Background: an optimization exercise with open tools, aiming at small area. Do not read the settings as production practice. Function was checked by simulation only, so behaviour that the tests miss may differ from the original. Power figures rest on the tool's default switching activity, not on a simulated workload.

==> flow/design.v <==
    localparam integer BLOCK_W    = 64;
    localparam integer KEY_W      = 64;
    localparam integer HALF_W     = 32;
    localparam integer SUBKEY_W   = 48;
    localparam integer CD_W       = 28;
    localparam integer NUM_ROUNDS = 16;
    localparam logic [64*8-1:0] IP_TAB = {
        8'd58, 8'd50, 8'd42, 8'd34, 8'd26, 8'd18, 8'd10, 8'd2,
        8'd60, 8'd52, 8'd44, 8'd36, 8'd28, 8'd20, 8'd12, 8'd4,
        8'd62, 8'd54, 8'd46, 8'd38, 8'd30, 8'd22, 8'd14, 8'd6,
        8'd64, 8'd56, 8'd48, 8'd40, 8'd32, 8'd24, 8'd16, 8'd8,
        8'd57, 8'd49, 8'd41, 8'd33, 8'd25, 8'd17, 8'd9, 8'd1,
        8'd59, 8'd51, 8'd43, 8'd35, 8'd27, 8'd19, 8'd11, 8'd3,
        8'd61, 8'd53, 8'd45, 8'd37, 8'd29, 8'd21, 8'd13, 8'd5,
        8'd63, 8'd55, 8'd47, 8'd39, 8'd31, 8'd23, 8'd15, 8'd7
    };
    localparam logic [48*8-1:0] E_TAB = {
        8'd32, 8'd1, 8'd2, 8'd3, 8'd4, 8'd5, 8'd4, 8'd5,
        8'd6, 8'd7, 8'd8, 8'd9, 8'd8, 8'd9, 8'd10, 8'd11,
        8'd12, 8'd13, 8'd12, 8'd13, 8'd14, 8'd15, 8'd16, 8'd17,
        8'd16, 8'd17, 8'd18, 8'd19, 8'd20, 8'd21, 8'd20, 8'd21,
        8'd22, 8'd23, 8'd24, 8'd25, 8'd24, 8'd25, 8'd26, 8'd27,
        8'd28, 8'd29, 8'd28, 8'd29, 8'd30, 8'd31, 8'd32, 8'd1
    };
    localparam logic [32*8-1:0] P_TAB = {
        8'd16, 8'd7, 8'd20, 8'd21, 8'd29, 8'd12, 8'd28, 8'd17,
        8'd1, 8'd15, 8'd23, 8'd26, 8'd5, 8'd18, 8'd31, 8'd10,
        8'd2, 8'd8, 8'd24, 8'd14, 8'd32, 8'd27, 8'd3, 8'd9,
        8'd19, 8'd13, 8'd30, 8'd6, 8'd22, 8'd11, 8'd4, 8'd25
    };
    localparam logic [56*8-1:0] PC1_TAB = {
        8'd57, 8'd49, 8'd41, 8'd33, 8'd25, 8'd17, 8'd9, 8'd1,
        8'd58, 8'd50, 8'd42, 8'd34, 8'd26, 8'd18, 8'd10, 8'd2,
        8'd59, 8'd51, 8'd43, 8'd35, 8'd27, 8'd19, 8'd11, 8'd3,
        8'd60, 8'd52, 8'd44, 8'd36, 8'd63, 8'd55, 8'd47, 8'd39,
        8'd31, 8'd23, 8'd15, 8'd7, 8'd62, 8'd54, 8'd46, 8'd38,
        8'd30, 8'd22, 8'd14, 8'd6, 8'd61, 8'd53, 8'd45, 8'd37,
        8'd29, 8'd21, 8'd13, 8'd5, 8'd28, 8'd20, 8'd12, 8'd4
    };
    localparam logic [48*8-1:0] PC2_TAB = {
        8'd14, 8'd17, 8'd11, 8'd24, 8'd1, 8'd5, 8'd3, 8'd28,
        8'd15, 8'd6, 8'd21, 8'd10, 8'd23, 8'd19, 8'd12, 8'd4,
        8'd26, 8'd8, 8'd16, 8'd7, 8'd27, 8'd20, 8'd13, 8'd2,
        8'd41, 8'd52, 8'd31, 8'd37, 8'd47, 8'd55, 8'd30, 8'd40,
        8'd51, 8'd45, 8'd33, 8'd48, 8'd44, 8'd49, 8'd39, 8'd56,
        8'd34, 8'd53, 8'd46, 8'd42, 8'd50, 8'd36, 8'd29, 8'd32
    };
    localparam logic [8*256-1:0] SBOX_TAB = {
        256'hE4D12FB83A6C5907_0F74E2D1A6CB9538_41E8D62BFC973A50_FC8249175B3EA06D,
        256'hF18E6B34972DC05A_3D47F28EC01A69B5_0E7BA4D158C6932F_D8A13F42B67C05E9,
        256'hA09E63F51DC7B428_D709346A285ECBF1_D6498F30B12C5AE7_1AD069874FE3B52C,
        256'h7DE3069A1285BC4F_D8B56F03472C1AE9_A690CB7DF13E5284_3F06A1D8945BC72E,
        256'h2C417AB6853FD0E9_EB2C47D150FA3986_421BAD78F9C5630E_B8C71E2D6F09A453,
        256'hC1AF92680D34E75B_AF427C9561DE0B38_9EF528C3704A1DB6_432C95FABE17608D,
        256'h4B2EF08D3C975A61_D0B7491AE35C2F86_14BDC37EAF680592_6BD814A7950FE23C,
        256'hD2846FB1A93E50C7_1FD8A374C56B0E92_7B419CE206ADF358_21E74A8DFC90356B
    };
    function automatic logic [BLOCK_W-1:0] des_ip(input logic [BLOCK_W-1:0] x);
        integer i;
        logic [BLOCK_W-1:0] y;
        for (i = 0; i < BLOCK_W; i = i + 1)
            y[BLOCK_W-1-i] = x[BLOCK_W-IP_TAB[8*(64-1-i) +: 8]];
        des_ip = y;
    endfunction
    function automatic logic [BLOCK_W-1:0] des_fp(input logic [BLOCK_W-1:0] x);
        integer i;
        logic [BLOCK_W-1:0] y;
        for (i = 0; i < BLOCK_W; i = i + 1)
            y[BLOCK_W-IP_TAB[8*(64-1-i) +: 8]] = x[BLOCK_W-1-i];
        des_fp = y;
    endfunction
    function automatic logic [SUBKEY_W-1:0] des_expand(input logic [HALF_W-1:0] x);
        integer i;
        logic [SUBKEY_W-1:0] y;
        for (i = 0; i < SUBKEY_W; i = i + 1)
            y[SUBKEY_W-1-i] = x[HALF_W-E_TAB[8*(48-1-i) +: 8]];
        des_expand = y;
    endfunction
    function automatic logic [HALF_W-1:0] des_pbox(input logic [HALF_W-1:0] x);
        integer i;
        logic [HALF_W-1:0] y;
        for (i = 0; i < HALF_W; i = i + 1)
            y[HALF_W-1-i] = x[HALF_W-P_TAB[8*(32-1-i) +: 8]];
        des_pbox = y;
    endfunction
    function automatic logic [2*CD_W-1:0] des_pc1(input logic [KEY_W-1:0] x);
        integer i;
        logic [2*CD_W-1:0] y;
        for (i = 0; i < 2*CD_W; i = i + 1)
            y[2*CD_W-1-i] = x[KEY_W-PC1_TAB[8*(56-1-i) +: 8]];
        des_pc1 = y;
    endfunction
    function automatic logic [SUBKEY_W-1:0] des_pc2(input logic [2*CD_W-1:0] x);
        integer i;
        logic [SUBKEY_W-1:0] y;
        for (i = 0; i < SUBKEY_W; i = i + 1)
            y[SUBKEY_W-1-i] = x[2*CD_W-PC2_TAB[8*(48-1-i) +: 8]];
        des_pc2 = y;
    endfunction
    function automatic logic [HALF_W-1:0] des_sbox(input logic [SUBKEY_W-1:0] x);
        integer s;
        logic [HALF_W-1:0] y;
        logic [5:0]        grp;
        logic [5:0]        idx;
        for (s = 0; s < 8; s = s + 1)
        begin
            grp = x[SUBKEY_W-1-6*s -: 6];
            idx = {grp[5], grp[0], grp[4:1]};
            y[HALF_W-1-4*s -: 4] = SBOX_TAB[256*(7-s)+255-4*idx -: 4];
        end
        des_sbox = y;
    endfunction
    function automatic integer des_shift(input logic [4:0] round);
        case (round)
            5'd1, 5'd2, 5'd9, 5'd16: des_shift = 1;
            default: des_shift = 2;
        endcase
    endfunction
`timescale 1ns/100ps
module des_key_schedule
(
    input  logic        clk,
    input  logic        rst_n,
    input  logic        load,
    input  logic        advance,
    input  logic [4:0]  round,
    input  logic [63:0] key,
    output logic [47:0] subkey
);
    localparam integer BLOCK_W    = 64;
    localparam integer KEY_W      = 64;
    localparam integer HALF_W     = 32;
    localparam integer SUBKEY_W   = 48;
    localparam integer CD_W       = 28;
    localparam integer NUM_ROUNDS = 16;
    localparam logic [64*8-1:0] IP_TAB = {
        8'd58, 8'd50, 8'd42, 8'd34, 8'd26, 8'd18, 8'd10, 8'd2,
        8'd60, 8'd52, 8'd44, 8'd36, 8'd28, 8'd20, 8'd12, 8'd4,
        8'd62, 8'd54, 8'd46, 8'd38, 8'd30, 8'd22, 8'd14, 8'd6,
        8'd64, 8'd56, 8'd48, 8'd40, 8'd32, 8'd24, 8'd16, 8'd8,
        8'd57, 8'd49, 8'd41, 8'd33, 8'd25, 8'd17, 8'd9, 8'd1,
        8'd59, 8'd51, 8'd43, 8'd35, 8'd27, 8'd19, 8'd11, 8'd3,
        8'd61, 8'd53, 8'd45, 8'd37, 8'd29, 8'd21, 8'd13, 8'd5,
        8'd63, 8'd55, 8'd47, 8'd39, 8'd31, 8'd23, 8'd15, 8'd7
    };
    localparam logic [48*8-1:0] E_TAB = {
        8'd32, 8'd1, 8'd2, 8'd3, 8'd4, 8'd5, 8'd4, 8'd5,
        8'd6, 8'd7, 8'd8, 8'd9, 8'd8, 8'd9, 8'd10, 8'd11,
        8'd12, 8'd13, 8'd12, 8'd13, 8'd14, 8'd15, 8'd16, 8'd17,
        8'd16, 8'd17, 8'd18, 8'd19, 8'd20, 8'd21, 8'd20, 8'd21,
        8'd22, 8'd23, 8'd24, 8'd25, 8'd24, 8'd25, 8'd26, 8'd27,
        8'd28, 8'd29, 8'd28, 8'd29, 8'd30, 8'd31, 8'd32, 8'd1
    };
    localparam logic [32*8-1:0] P_TAB = {
        8'd16, 8'd7, 8'd20, 8'd21, 8'd29, 8'd12, 8'd28, 8'd17,
        8'd1, 8'd15, 8'd23, 8'd26, 8'd5, 8'd18, 8'd31, 8'd10,
        8'd2, 8'd8, 8'd24, 8'd14, 8'd32, 8'd27, 8'd3, 8'd9,
        8'd19, 8'd13, 8'd30, 8'd6, 8'd22, 8'd11, 8'd4, 8'd25
    };
    localparam logic [56*8-1:0] PC1_TAB = {
        8'd57, 8'd49, 8'd41, 8'd33, 8'd25, 8'd17, 8'd9, 8'd1,
        8'd58, 8'd50, 8'd42, 8'd34, 8'd26, 8'd18, 8'd10, 8'd2,
        8'd59, 8'd51, 8'd43, 8'd35, 8'd27, 8'd19, 8'd11, 8'd3,
        8'd60, 8'd52, 8'd44, 8'd36, 8'd63, 8'd55, 8'd47, 8'd39,
        8'd31, 8'd23, 8'd15, 8'd7, 8'd62, 8'd54, 8'd46, 8'd38,
        8'd30, 8'd22, 8'd14, 8'd6, 8'd61, 8'd53, 8'd45, 8'd37,
        8'd29, 8'd21, 8'd13, 8'd5, 8'd28, 8'd20, 8'd12, 8'd4
    };
    localparam logic [48*8-1:0] PC2_TAB = {
        8'd14, 8'd17, 8'd11, 8'd24, 8'd1, 8'd5, 8'd3, 8'd28,
        8'd15, 8'd6, 8'd21, 8'd10, 8'd23, 8'd19, 8'd12, 8'd4,
        8'd26, 8'd8, 8'd16, 8'd7, 8'd27, 8'd20, 8'd13, 8'd2,
        8'd41, 8'd52, 8'd31, 8'd37, 8'd47, 8'd55, 8'd30, 8'd40,
        8'd51, 8'd45, 8'd33, 8'd48, 8'd44, 8'd49, 8'd39, 8'd56,
        8'd34, 8'd53, 8'd46, 8'd42, 8'd50, 8'd36, 8'd29, 8'd32
    };
    localparam logic [8*256-1:0] SBOX_TAB = {
        256'hE4D12FB83A6C5907_0F74E2D1A6CB9538_41E8D62BFC973A50_FC8249175B3EA06D,
        256'hF18E6B34972DC05A_3D47F28EC01A69B5_0E7BA4D158C6932F_D8A13F42B67C05E9,
        256'hA09E63F51DC7B428_D709346A285ECBF1_D6498F30B12C5AE7_1AD069874FE3B52C,
        256'h7DE3069A1285BC4F_D8B56F03472C1AE9_A690CB7DF13E5284_3F06A1D8945BC72E,
        256'h2C417AB6853FD0E9_EB2C47D150FA3986_421BAD78F9C5630E_B8C71E2D6F09A453,
        256'hC1AF92680D34E75B_AF427C9561DE0B38_9EF528C3704A1DB6_432C95FABE17608D,
        256'h4B2EF08D3C975A61_D0B7491AE35C2F86_14BDC37EAF680592_6BD814A7950FE23C,
        256'hD2846FB1A93E50C7_1FD8A374C56B0E92_7B419CE206ADF358_21E74A8DFC90356B
    };
    function automatic logic [BLOCK_W-1:0] des_ip(input logic [BLOCK_W-1:0] x);
        integer i;
        logic [BLOCK_W-1:0] y;
        for (i = 0; i < BLOCK_W; i = i + 1)
            y[BLOCK_W-1-i] = x[BLOCK_W-IP_TAB[8*(64-1-i) +: 8]];
        des_ip = y;
    endfunction
    function automatic logic [BLOCK_W-1:0] des_fp(input logic [BLOCK_W-1:0] x);
        integer i;
        logic [BLOCK_W-1:0] y;
        for (i = 0; i < BLOCK_W; i = i + 1)
            y[BLOCK_W-IP_TAB[8*(64-1-i) +: 8]] = x[BLOCK_W-1-i];
        des_fp = y;
    endfunction
    function automatic logic [SUBKEY_W-1:0] des_expand(input logic [HALF_W-1:0] x);
        integer i;
        logic [SUBKEY_W-1:0] y;
        for (i = 0; i < SUBKEY_W; i = i + 1)
            y[SUBKEY_W-1-i] = x[HALF_W-E_TAB[8*(48-1-i) +: 8]];
        des_expand = y;
    endfunction
    function automatic logic [HALF_W-1:0] des_pbox(input logic [HALF_W-1:0] x);
        integer i;
        logic [HALF_W-1:0] y;
        for (i = 0; i < HALF_W; i = i + 1)
            y[HALF_W-1-i] = x[HALF_W-P_TAB[8*(32-1-i) +: 8]];
        des_pbox = y;
    endfunction
    function automatic logic [2*CD_W-1:0] des_pc1(input logic [KEY_W-1:0] x);
        integer i;
        logic [2*CD_W-1:0] y;
        for (i = 0; i < 2*CD_W; i = i + 1)
            y[2*CD_W-1-i] = x[KEY_W-PC1_TAB[8*(56-1-i) +: 8]];
        des_pc1 = y;
    endfunction
    function automatic logic [SUBKEY_W-1:0] des_pc2(input logic [2*CD_W-1:0] x);
        integer i;
        logic [SUBKEY_W-1:0] y;
        for (i = 0; i < SUBKEY_W; i = i + 1)
            y[SUBKEY_W-1-i] = x[2*CD_W-PC2_TAB[8*(48-1-i) +: 8]];
        des_pc2 = y;
    endfunction
    function automatic logic [HALF_W-1:0] des_sbox(input logic [SUBKEY_W-1:0] x);
        integer s;
        logic [HALF_W-1:0] y;
        logic [5:0]        grp;
        logic [5:0]        idx;
        for (s = 0; s < 8; s = s + 1)
        begin
            grp = x[SUBKEY_W-1-6*s -: 6];
            idx = {grp[5], grp[0], grp[4:1]};
            y[HALF_W-1-4*s -: 4] = SBOX_TAB[256*(7-s)+255-4*idx -: 4];
        end
        des_sbox = y;
    endfunction
    function automatic integer des_shift(input logic [4:0] round);
        case (round)
            5'd1, 5'd2, 5'd9, 5'd16: des_shift = 1;
            default: des_shift = 2;
        endcase
    endfunction
    logic [CD_W-1:0]   c_q;
    logic [CD_W-1:0]   d_q;
    logic [2*CD_W-1:0] pc1_key;
    logic [4:0]        mirror_round;
    assign pc1_key = des_pc1(key);
    assign mirror_round = 5'd17 - round;
    always_ff @(posedge clk or negedge rst_n)
    begin
        if (!rst_n)
        begin
            c_q <= '0;
            d_q <= '0;
        end
        else if (load)
        begin
            c_q <= pc1_key[2*CD_W-1:CD_W];
            d_q <= pc1_key[CD_W-1:0];
        end
        else if (advance)
        begin
            if (des_shift(mirror_round) == 1)
            begin
                c_q <= {c_q[0], c_q[CD_W-1:1]};
                d_q <= {d_q[0], d_q[CD_W-1:1]};
            end
            else
            begin
                c_q <= {c_q[1:0], c_q[CD_W-1:2]};
                d_q <= {d_q[1:0], d_q[CD_W-1:2]};
            end
        end
    end
    assign subkey = des_pc2({c_q, d_q});
endmodule
`timescale 1ns/100ps
module des_feistel_datapath
(
    input  logic        clk,
    input  logic        rst_n,
    input  logic        load,
    input  logic        advance,
    input  logic [63:0] block,
    input  logic [47:0] subkey,
    output logic [63:0] text
);
    localparam integer BLOCK_W    = 64;
    localparam integer KEY_W      = 64;
    localparam integer HALF_W     = 32;
    localparam integer SUBKEY_W   = 48;
    localparam integer CD_W       = 28;
    localparam integer NUM_ROUNDS = 16;
    localparam logic [64*8-1:0] IP_TAB = {
        8'd58, 8'd50, 8'd42, 8'd34, 8'd26, 8'd18, 8'd10, 8'd2,
        8'd60, 8'd52, 8'd44, 8'd36, 8'd28, 8'd20, 8'd12, 8'd4,
        8'd62, 8'd54, 8'd46, 8'd38, 8'd30, 8'd22, 8'd14, 8'd6,
        8'd64, 8'd56, 8'd48, 8'd40, 8'd32, 8'd24, 8'd16, 8'd8,
        8'd57, 8'd49, 8'd41, 8'd33, 8'd25, 8'd17, 8'd9, 8'd1,
        8'd59, 8'd51, 8'd43, 8'd35, 8'd27, 8'd19, 8'd11, 8'd3,
        8'd61, 8'd53, 8'd45, 8'd37, 8'd29, 8'd21, 8'd13, 8'd5,
        8'd63, 8'd55, 8'd47, 8'd39, 8'd31, 8'd23, 8'd15, 8'd7
    };
    localparam logic [48*8-1:0] E_TAB = {
        8'd32, 8'd1, 8'd2, 8'd3, 8'd4, 8'd5, 8'd4, 8'd5,
        8'd6, 8'd7, 8'd8, 8'd9, 8'd8, 8'd9, 8'd10, 8'd11,
        8'd12, 8'd13, 8'd12, 8'd13, 8'd14, 8'd15, 8'd16, 8'd17,
        8'd16, 8'd17, 8'd18, 8'd19, 8'd20, 8'd21, 8'd20, 8'd21,
        8'd22, 8'd23, 8'd24, 8'd25, 8'd24, 8'd25, 8'd26, 8'd27,
        8'd28, 8'd29, 8'd28, 8'd29, 8'd30, 8'd31, 8'd32, 8'd1
    };
    localparam logic [32*8-1:0] P_TAB = {
        8'd16, 8'd7, 8'd20, 8'd21, 8'd29, 8'd12, 8'd28, 8'd17,
        8'd1, 8'd15, 8'd23, 8'd26, 8'd5, 8'd18, 8'd31, 8'd10,
        8'd2, 8'd8, 8'd24, 8'd14, 8'd32, 8'd27, 8'd3, 8'd9,
        8'd19, 8'd13, 8'd30, 8'd6, 8'd22, 8'd11, 8'd4, 8'd25
    };
    localparam logic [56*8-1:0] PC1_TAB = {
        8'd57, 8'd49, 8'd41, 8'd33, 8'd25, 8'd17, 8'd9, 8'd1,
        8'd58, 8'd50, 8'd42, 8'd34, 8'd26, 8'd18, 8'd10, 8'd2,
        8'd59, 8'd51, 8'd43, 8'd35, 8'd27, 8'd19, 8'd11, 8'd3,
        8'd60, 8'd52, 8'd44, 8'd36, 8'd63, 8'd55, 8'd47, 8'd39,
        8'd31, 8'd23, 8'd15, 8'd7, 8'd62, 8'd54, 8'd46, 8'd38,
        8'd30, 8'd22, 8'd14, 8'd6, 8'd61, 8'd53, 8'd45, 8'd37,
        8'd29, 8'd21, 8'd13, 8'd5, 8'd28, 8'd20, 8'd12, 8'd4
    };
    localparam logic [48*8-1:0] PC2_TAB = {
        8'd14, 8'd17, 8'd11, 8'd24, 8'd1, 8'd5, 8'd3, 8'd28,
        8'd15, 8'd6, 8'd21, 8'd10, 8'd23, 8'd19, 8'd12, 8'd4,
        8'd26, 8'd8, 8'd16, 8'd7, 8'd27, 8'd20, 8'd13, 8'd2,
        8'd41, 8'd52, 8'd31, 8'd37, 8'd47, 8'd55, 8'd30, 8'd40,
        8'd51, 8'd45, 8'd33, 8'd48, 8'd44, 8'd49, 8'd39, 8'd56,
        8'd34, 8'd53, 8'd46, 8'd42, 8'd50, 8'd36, 8'd29, 8'd32
    };
    localparam logic [8*256-1:0] SBOX_TAB = {
        256'hE4D12FB83A6C5907_0F74E2D1A6CB9538_41E8D62BFC973A50_FC8249175B3EA06D,
        256'hF18E6B34972DC05A_3D47F28EC01A69B5_0E7BA4D158C6932F_D8A13F42B67C05E9,
        256'hA09E63F51DC7B428_D709346A285ECBF1_D6498F30B12C5AE7_1AD069874FE3B52C,
        256'h7DE3069A1285BC4F_D8B56F03472C1AE9_A690CB7DF13E5284_3F06A1D8945BC72E,
        256'h2C417AB6853FD0E9_EB2C47D150FA3986_421BAD78F9C5630E_B8C71E2D6F09A453,
        256'hC1AF92680D34E75B_AF427C9561DE0B38_9EF528C3704A1DB6_432C95FABE17608D,
        256'h4B2EF08D3C975A61_D0B7491AE35C2F86_14BDC37EAF680592_6BD814A7950FE23C,
        256'hD2846FB1A93E50C7_1FD8A374C56B0E92_7B419CE206ADF358_21E74A8DFC90356B
    };
    function automatic logic [BLOCK_W-1:0] des_ip(input logic [BLOCK_W-1:0] x);
        integer i;
        logic [BLOCK_W-1:0] y;
        for (i = 0; i < BLOCK_W; i = i + 1)
            y[BLOCK_W-1-i] = x[BLOCK_W-IP_TAB[8*(64-1-i) +: 8]];
        des_ip = y;
    endfunction
    function automatic logic [BLOCK_W-1:0] des_fp(input logic [BLOCK_W-1:0] x);
        integer i;
        logic [BLOCK_W-1:0] y;
        for (i = 0; i < BLOCK_W; i = i + 1)
            y[BLOCK_W-IP_TAB[8*(64-1-i) +: 8]] = x[BLOCK_W-1-i];
        des_fp = y;
    endfunction
    function automatic logic [SUBKEY_W-1:0] des_expand(input logic [HALF_W-1:0] x);
        integer i;
        logic [SUBKEY_W-1:0] y;
        for (i = 0; i < SUBKEY_W; i = i + 1)
            y[SUBKEY_W-1-i] = x[HALF_W-E_TAB[8*(48-1-i) +: 8]];
        des_expand = y;
    endfunction
    function automatic logic [HALF_W-1:0] des_pbox(input logic [HALF_W-1:0] x);
        integer i;
        logic [HALF_W-1:0] y;
        for (i = 0; i < HALF_W; i = i + 1)
            y[HALF_W-1-i] = x[HALF_W-P_TAB[8*(32-1-i) +: 8]];
        des_pbox = y;
    endfunction
    function automatic logic [2*CD_W-1:0] des_pc1(input logic [KEY_W-1:0] x);
        integer i;
        logic [2*CD_W-1:0] y;
        for (i = 0; i < 2*CD_W; i = i + 1)
            y[2*CD_W-1-i] = x[KEY_W-PC1_TAB[8*(56-1-i) +: 8]];
        des_pc1 = y;
    endfunction
    function automatic logic [SUBKEY_W-1:0] des_pc2(input logic [2*CD_W-1:0] x);
        integer i;
        logic [SUBKEY_W-1:0] y;
        for (i = 0; i < SUBKEY_W; i = i + 1)
            y[SUBKEY_W-1-i] = x[2*CD_W-PC2_TAB[8*(48-1-i) +: 8]];
        des_pc2 = y;
    endfunction
    function automatic logic [HALF_W-1:0] des_sbox(input logic [SUBKEY_W-1:0] x);
        integer s;
        logic [HALF_W-1:0] y;
        logic [5:0]        grp;
        logic [5:0]        idx;
        for (s = 0; s < 8; s = s + 1)
        begin
            grp = x[SUBKEY_W-1-6*s -: 6];
            idx = {grp[5], grp[0], grp[4:1]};
            y[HALF_W-1-4*s -: 4] = SBOX_TAB[256*(7-s)+255-4*idx -: 4];
        end
        des_sbox = y;
    endfunction
    function automatic integer des_shift(input logic [4:0] round);
        case (round)
            5'd1, 5'd2, 5'd9, 5'd16: des_shift = 1;
            default: des_shift = 2;
        endcase
    endfunction
    logic [HALF_W-1:0]  l_q;
    logic [HALF_W-1:0]  r_q;
    logic [HALF_W-1:0]  f_out;
    logic [HALF_W-1:0]  r_next;
    logic [BLOCK_W-1:0] ip_block;
    assign ip_block = des_ip(block);
    assign f_out  = des_pbox(des_sbox(des_expand(r_q) ^ subkey));
    assign r_next = l_q ^ f_out;
    always_ff @(posedge clk or negedge rst_n)
    begin
        if (!rst_n)
        begin
            l_q <= '0;
            r_q <= '0;
        end
        else if (load)
        begin
            l_q <= ip_block[BLOCK_W-1:HALF_W];
            r_q <= ip_block[HALF_W-1:0];
        end
        else if (advance)
        begin
            l_q <= r_q;
            r_q <= r_next;
        end
    end
    assign text = des_fp({r_next, r_q});
endmodule
`timescale 1ns/100ps
module des_decrypt_engine
(
    input  logic         clk,
    input  logic         rst_n,
    input  logic         start,
    input  logic [63:0]  job_key,
    input  logic [63:0]  job_block,
    output logic         busy,
    output logic         done,
    output logic [63:0]  result
);
    localparam logic [4:0] NUM_ROUNDS = 5'd16;
    logic        busy_q;
    logic        done_q;
    logic [4:0]  round_q;
    logic        last_round;
    logic [63:0] result_q;
    logic [47:0] subkey;
    logic [63:0] text;
    assign last_round = busy_q && (round_q == NUM_ROUNDS);
    des_key_schedule u_key_schedule (
        .clk     (clk),
        .rst_n   (rst_n),
        .load    (start),
        .advance (busy_q),
        .round   (round_q),
        .key     (job_key),
        .subkey  (subkey)
    );
    des_feistel_datapath u_datapath (
        .clk     (clk),
        .rst_n   (rst_n),
        .load    (start),
        .advance (busy_q),
        .block   (job_block),
        .subkey  (subkey),
        .text    (text)
    );
    always_ff @(posedge clk or negedge rst_n)
    begin
        if (!rst_n)
        begin
            busy_q   <= 1'b0;
            done_q   <= 1'b0;
            round_q  <= '0;
            result_q <= '0;
        end
        else if (start)
        begin
            busy_q  <= 1'b1;
            done_q  <= 1'b0;
            round_q <= 5'd1;
        end
        else if (last_round)
        begin
            busy_q   <= 1'b0;
            done_q   <= 1'b1;
            round_q  <= '0;
            result_q <= text;
        end
        else if (busy_q)
            round_q <= round_q + 5'd1;
    end
    assign busy   = busy_q;
    assign done   = done_q;
    assign result = result_q;
endmodule
`timescale 1ns/100ps
module des_apb_regs
#(
    parameter int ADDR_WIDTH = 8
)
(
    input  logic                  clk,
    input  logic                  rst_n,
    input  logic [ADDR_WIDTH-1:0] paddr,
    input  logic                  psel,
    input  logic                  penable,
    input  logic                  pwrite,
    input  logic [31:0]           pwdata,
    output logic [31:0]           prdata,
    output logic                  pready,
    output logic                  pslverr,
    output logic                  start,
    output logic [63:0]           job_key,
    output logic [63:0]           job_block,
    input  logic                  busy,
    input  logic                  done,
    input  logic [63:0]           result
);
    localparam logic [ADDR_WIDTH-1:0] A_KEY_LO  = 8'h00;
    localparam logic [ADDR_WIDTH-1:0] A_KEY_HI  = 8'h04;
    localparam logic [ADDR_WIDTH-1:0] A_DIN_LO  = 8'h08;
    localparam logic [ADDR_WIDTH-1:0] A_DIN_HI  = 8'h0C;
    localparam logic [ADDR_WIDTH-1:0] A_CTRL    = 8'h10;
    localparam logic [ADDR_WIDTH-1:0] A_STATUS  = 8'h14;
    localparam logic [ADDR_WIDTH-1:0] A_DOUT_LO = 8'h18;
    localparam logic [ADDR_WIDTH-1:0] A_DOUT_HI = 8'h1C;
    logic [31:0] key_lo_q;
    logic [31:0] key_hi_q;
    logic [31:0] din_lo_q;
    logic [31:0] din_hi_q;
    logic [31:0] rdata;
    logic        addr_hit;
    logic        access;
    logic        wr_en;
    assign access = psel && penable;
    assign wr_en  = access && pwrite;
    always_comb
    begin
        addr_hit = 1'b1;
        rdata    = '0;
        case (paddr)
            A_KEY_LO:  rdata = key_lo_q;
            A_KEY_HI:  rdata = key_hi_q;
            A_DIN_LO:  rdata = din_lo_q;
            A_DIN_HI:  rdata = din_hi_q;
            A_CTRL:    rdata = '0;
            A_STATUS:
            begin
                rdata[0] = busy;
                rdata[1] = done;
            end
            A_DOUT_LO: rdata = result[31:0];
            A_DOUT_HI: rdata = result[63:32];
            default:   addr_hit = 1'b0;
        endcase
    end
    always_ff @(posedge clk or negedge rst_n)
    begin
        if (!rst_n)
        begin
            key_lo_q <= '0;
            key_hi_q <= '0;
            din_lo_q <= '0;
            din_hi_q <= '0;
        end
        else if (wr_en)
        begin
            case (paddr)
                A_KEY_LO: key_lo_q <= pwdata;
                A_KEY_HI: key_hi_q <= pwdata;
                A_DIN_LO: din_lo_q <= pwdata;
                A_DIN_HI: din_hi_q <= pwdata;
                default: ;
            endcase
        end
    end
    always_ff @(posedge clk or negedge rst_n)
    begin
        if (!rst_n)
            prdata <= '0;
        else if (psel && !penable && !pwrite)
            prdata <= rdata;
    end
    assign start = wr_en && (paddr == A_CTRL)
                   && pwdata[0] && !busy;
    assign job_key   = {key_hi_q, key_lo_q};
    assign job_block = {din_hi_q, din_lo_q};
    assign pready    = 1'b1;
    assign pslverr   = access && !addr_hit;
endmodule
`timescale 1ns/100ps
module des_apb_top
#(
    parameter int ADDR_WIDTH = 8
)
(
    input  logic                  clk,
    input  logic                  rst_n,
    input  logic [ADDR_WIDTH-1:0] paddr,
    input  logic                  psel,
    input  logic                  penable,
    input  logic                  pwrite,
    input  logic [31:0]           pwdata,
    output logic [31:0]           prdata,
    output logic                  pready,
    output logic                  pslverr
);
    logic        start;
    logic [63:0] job_key;
    logic [63:0] job_block;
    logic        busy;
    logic        done;
    logic [63:0] result;
    des_apb_regs #(
        .ADDR_WIDTH (ADDR_WIDTH)
    ) u_regs (
        .clk       (clk),
        .rst_n     (rst_n),
        .paddr     (paddr),
        .psel      (psel),
        .penable   (penable),
        .pwrite    (pwrite),
        .pwdata    (pwdata),
        .prdata    (prdata),
        .pready    (pready),
        .pslverr   (pslverr),
        .start     (start),
        .job_key   (job_key),
        .job_block (job_block),
        .busy      (busy),
        .done      (done),
        .result    (result)
    );
    des_decrypt_engine u_engine (
        .clk       (clk),
        .rst_n     (rst_n),
        .start     (start),
        .job_key   (job_key),
        .job_block (job_block),
        .busy      (busy),
        .done      (done),
        .result    (result)
    );
endmodule
==> flow/run.sh <==
#!/bin/bash
# synth_recipe.tcl (not shown) runs the flow's synth.tcl, then flattens the netlist and writes it again
# the make line also repeats each setting of config.mk as NAME=value (left out here)
make -C /OpenROAD-flow-scripts/flow DESIGN_CONFIG=/design/flow/config.mk WORK_HOME=/design/flow/orfs CLKGATE_MAP_FILE= SYNTH_SCRIPT=/design/flow/synth_recipe.tcl finish
==> flow/config.mk <==
export PLATFORM = sky130hd
export DESIGN_NAME = des_apb_top
export DESIGN_NICKNAME = des_apb_top
export VERILOG_FILES = /design/flow/design.v
export SDC_FILE = /design/flow/constraint.sdc
export NUM_CORES = 4
export LEC_CHECK = 0
export CAP_MARGIN = 20
export CORE_MARGIN = 2
export CORE_UTILIZATION = 40
export SLEW_MARGIN = 20
==> flow/constraint.sdc <==
create_clock -name core_clock -period 6.0 [get_ports {clk}]
set_input_delay 1.2000 -clock core_clock [delete_from_list [all_inputs] [get_ports {clk}]]
set_output_delay 1.2000 -clock core_clock [all_outputs]
set_load 0.01 [all_outputs]
==> run notes <==
-- Yosys cell counts, drive strengths merged, types with 9 or more instances --
master and instances:
nand2 462, dfrtp 351, o21ai 280, clkbuf 222, a21oi 195, mux2 189, nor2 179, mux2i 176
xnor2 91, nor3 85, nand3 79, ha 68, o22ai 59, xor2 56, o211ai 48, a31oi 46
a211oi 44, inv 42, o31ai 37, a221oi 36, buf 32, and3 26, nand4 24, a311oi 23
nor4 22, o221ai 17, a211o 16, o311ai 16, or3 14, a2111oi 13, o21a 12, a21boi 10
a21o 10, or2 10, a32oi 9, clkinv 9
-- critical path, stage by stage, from the launching register on --
cell,delay [ps]
dfrtp_1,550
xor2_4,510
clkinv_1,480
ha_1,380
inv_1,110
ha_1,250
inv_1,410
a21boi_0,230
o311ai_0,430
nand4_1,150
o21bai_1,220
nor3_1,90
a2111oi_2,760
xnor2_1,220
o21ai_0,120
-- power by group through the flow --
| stage | logic (mW) | registers [mW] | clock network (mW) |
|---|---|---|---|
| after global placement | 9.15 | 2.88 | 0 |
| after global routing | 10.1 | 2.88 | 2.81 |
| after CTS | 9.10 | 2.85 | 2.71 |
| final | 9.39 | 2.85 | 2.67 |
| after detailed placement | 9.05 | 2.89 | 0 |
| after floorplan | 6.45 | 2.75 | 0 |
-- cell type report --
type                            count  area [um2]  share of cell area (%)
Antenna cell                        2       5.005                 0.01688
Clock buffer                       61        1220                   4.114
Clock inverter                     11       214.0                  0.7215
Inverter                           51       192.7                  0.6497
Multi-Input combinational cell   2480       16690                   56.29
Sequential cell                   351        8787                   29.63
Tap cell                          864        1081                   3.645
Timing Repair Buffer              164        1464                   4.936
-- metrics by stage --
| step | power (mW) | setup WS [ps] | hold slack, ps | util (%) | std cells |
|---|---|---|---|---|---|
| after floorplan | 9.198 | 2130 | 438.0 | - | 3136 |
| after detailed placement | 11.94 | 1078 | 462.5 | 42.98 | 3910 |
| after global placement | 12.04 | 1157 | 457.4 | 42.98 | 3910 |
| final | 14.92 | 923.1 | 477.1 | 45.19 | 3984 |
| after global routing | 15.81 | 559.6 | 501.7 | 45.19 | 3984 |
| after CTS | 14.66 | 1038 | 476.8 | 45.17 | 3982 |
-- kinds of logic (layout without fill, tap and decap cells) --
| kind of cell | count (synthesis) | count (layout) |
|---|---|---|
| xor+xnor | 148 | 148 |
| compound gates | 953 | 953 |
| simple gates | 938 | 938 |
| fa+ha+maj | 69 | 69 |
| mux | 371 | 371 |
| other cells | 1 | 3 |
| buf+inv | 305 | 287 |
| flops | 351 | 351 |
-- flip-flops by register name (all words and copies together), names as in the netlist --
signal and count:
u_engine.busy_q 1, u_engine.done_q 1, u_engine.result_q 64, u_engine.round_q 5, u_engine.u_datapath.l_q 32, u_engine.u_datapath.r_q 32, u_engine.u_key_schedule.c_q 28, u_engine.u_key_schedule.d_q 28
u_regs.din_hi_q 32, u_regs.din_lo_q 32, u_regs.key_hi_q 32, u_regs.key_lo_q 32, u_regs.prdata 32
-- path summary, 6_finish.rpt --
check | endpoint | slack (ps) | depth (start not counted)
setup / recovery | u_engine.u_datapath.r_q[20] | 920 | 14
hold / removal | u_engine.result_q[9] | 480 | 2
setup reg to reg | u_engine.u_datapath.r_q[20] | 920 | 14
hold reg to reg | u_engine.result_q[9] | 480 | 2
max in group asynchronous | u_regs.key_hi_q[29] | 4070 | 2
min in group asynchronous | u_regs.prdata[25] | 660 | 1
-- metal layers --
metal | track usage (%) | up-vias | wire [um]
li1 | - | 11470 | -
met1 | 36.97 | 12530 | 39970
met2 | 44.87 | 1264 | 44750
met3 | 3.165 | 182 | 6660
met4 | 8.112 | 0 | 2645
met5 | 0 | - | 0
==> results.sh <==
export IMPL_dieHeight_um=261.4
export IMPL_hp_start="u_engine.result_q[9]"
export IMPL_fin_crit_ps=5077
export IMPL_startpoint_type="register"
export IMPL_synth_top_family_by_area="compound AO/OA/AOI/OAI gates"
export IMPL_synthAdderAreaFrac_pct=3.249
export IMPL_hold_path_class="reg2reg"
export IMPL_fin_nets=3201
export IMPL_synth_seq_area_share_pct=33.15
export IMPL_clk_pin_slew_ps=60
export IMPL_criticalPathCategory="reg2reg"
export IMPL_synthArstFlopShare_pct=100.0
export IMPL_rows=94
export IMPL_drt_first_pass_iters=6
export IMPL_slew_headroom_pct=25.44
export IMPL_outcome="complete, no violations"
export IMPL_wl_per_cell_um=23.60
export IMPL_initialDrtViolationCount=2499
export IMPL_synthFlopType="dfrtp_1"
export IMPL_antenna_found_initial=2
export IMPL_ant_nets=0
export IMPL_finalInstanceArea_um2=29660
export IMPL_cts_tree="built"
export IMPL_worstSkewPairLatency_ps=580
export IMPL_syn_mean_instance_area_um2=8.450
export IMPL_r2r_start="u_engine.u_datapath.r_q[4]"
export IMPL_grt_pass1_vias=24130
export IMPL_synth_cell_type_count=85
export IMPL_powerDensity_nw_per_um2=502.9
export IMPL_cts_buffers=40
export IMPL_syn2layout_area_growth_pct=11.92
export IMPL_tightest_slew_ps=1104
export IMPL_port_buffers=77
export IMPL_cp_end_kind="register"
export IMPL_die_area_um2=68320
export IMPL_cts_resized=0
export IMPL_ys_top_cells_by_area="dfrtp_1 (33%), mux2_2 (8.0%), mux2i_1 (6.6%)"
export IMPL_synthesis_area_um2=26500
export IMPL_p_clk_share_pct=17.9
export IMPL_drc=0
export IMPL_synth_simple_area_share_pct=15.47
export IMPL_crit_start="u_engine.u_datapath.r_q[4]"
export IMPL_postCtsSetupBuffers=0
export IMPL_synth_nets=3249
export IMPL_rsz0062_at_grt="false"
export IMPL_fmax_mhz=197.0
export IMPL_ios=79
export IMPL_drive_gt1_share_pct=13.09
export IMPL_p_int_mw=7.514
export IMPL_arrival_ps=5490
export IMPL_dpl_cell_area_um2=28210
export IMPL_power_frac_seq_pct=19.1
export IMPL_core_area_um2=65630
export IMPL_h_tree_depth=2
export IMPL_drv_cap=0
export IMPL_leakagePower_nw=12.45
export IMPL_switching_power_mw=7.401
export IMPL_grt_pass1_wl_um=146600
export IMPL_drv_slew=0
export IMPL_place_gp_congestion=0.9445
export IMPL_grt_max_degree=128
export IMPL_synth_compound_area_share_pct=23.20
export IMPL_die_x_um=261.4
export IMPL_synthXorXnorAreaFrac_pct=5.317
export IMPL_layout_commonest_cell="nand2_1"
export IMPL_clock_root_buffer="clkbuf_16"
export IMPL_vias=25450
export IMPL_drt_total_wl_um=94020
export IMPL_vias_per_cell=6.389
export IMPL_ir_drop_v=0.0003405
export IMPL_mostFrequentLayoutCells="nand2_1 (461), dfrtp_1 (350), o21ai_0 (277)"
export IMPL_power_share_switching_pct=49.62
export IMPL_clock_path_buffers=3
export IMPL_clock_sinks=351
export IMPL_hpwl_um=63640
export IMPL_fin_tns_setup_ps=0
export IMPL_yosysTopAreaCellShare_pct=33.15
export IMPL_cp_required_ps=6410
export IMPL_syn_inst=3136
export IMPL_yosysWarnings=4
export IMPL_period_share_pct=84.61
export IMPL_hold_violations=0
export IMPL_initial_core_util_pct=40.38
export IMPL_path_max_fanout=20
export IMPL_setup_viol=0
export IMPL_synthMuxAreaShare_pct=15.20
export IMPL_synth_top_area_cell="dfrtp_1"
export IMPL_cts_hold_buffers_added=0
export IMPL_ys_seq_elements=351
export IMPL_grt_usage_pct=27.04
export IMPL_grt_ovfl_total=0
export IMPL_power_frac_comb_pct=63.0
export IMPL_nFillCells=6387
export IMPL_synth_enable_flop_cells=0
export IMPL_fin_skew_ps=18.26

## separate check: timing with driven ports
Ports are ideal in the flow. The routed layout listed here was re-timed in OpenROAD. Step 1: set_driving_cell puts a clkbuf_16 on clk and a buf_2 on each other input, an assumption about the parent block. Step 2 also shifts input and output timing later by t, the mid clock arrival at the registers, as if the neighbouring blocks saw the same clock. Three values: ideal, step 1, step 2; two values: the first two.
shift t [ns]: 0.631
slack for setup (ns): 0.923 / 0.923 / 0.923
worst setup path at the end: register to register
pins driven straight from the clock port: 1
After both steps setup and hold are still met in this run. For this run, drivers alone change the setup slack by 0.000 ns; drivers and shift together by 0.000 ns.
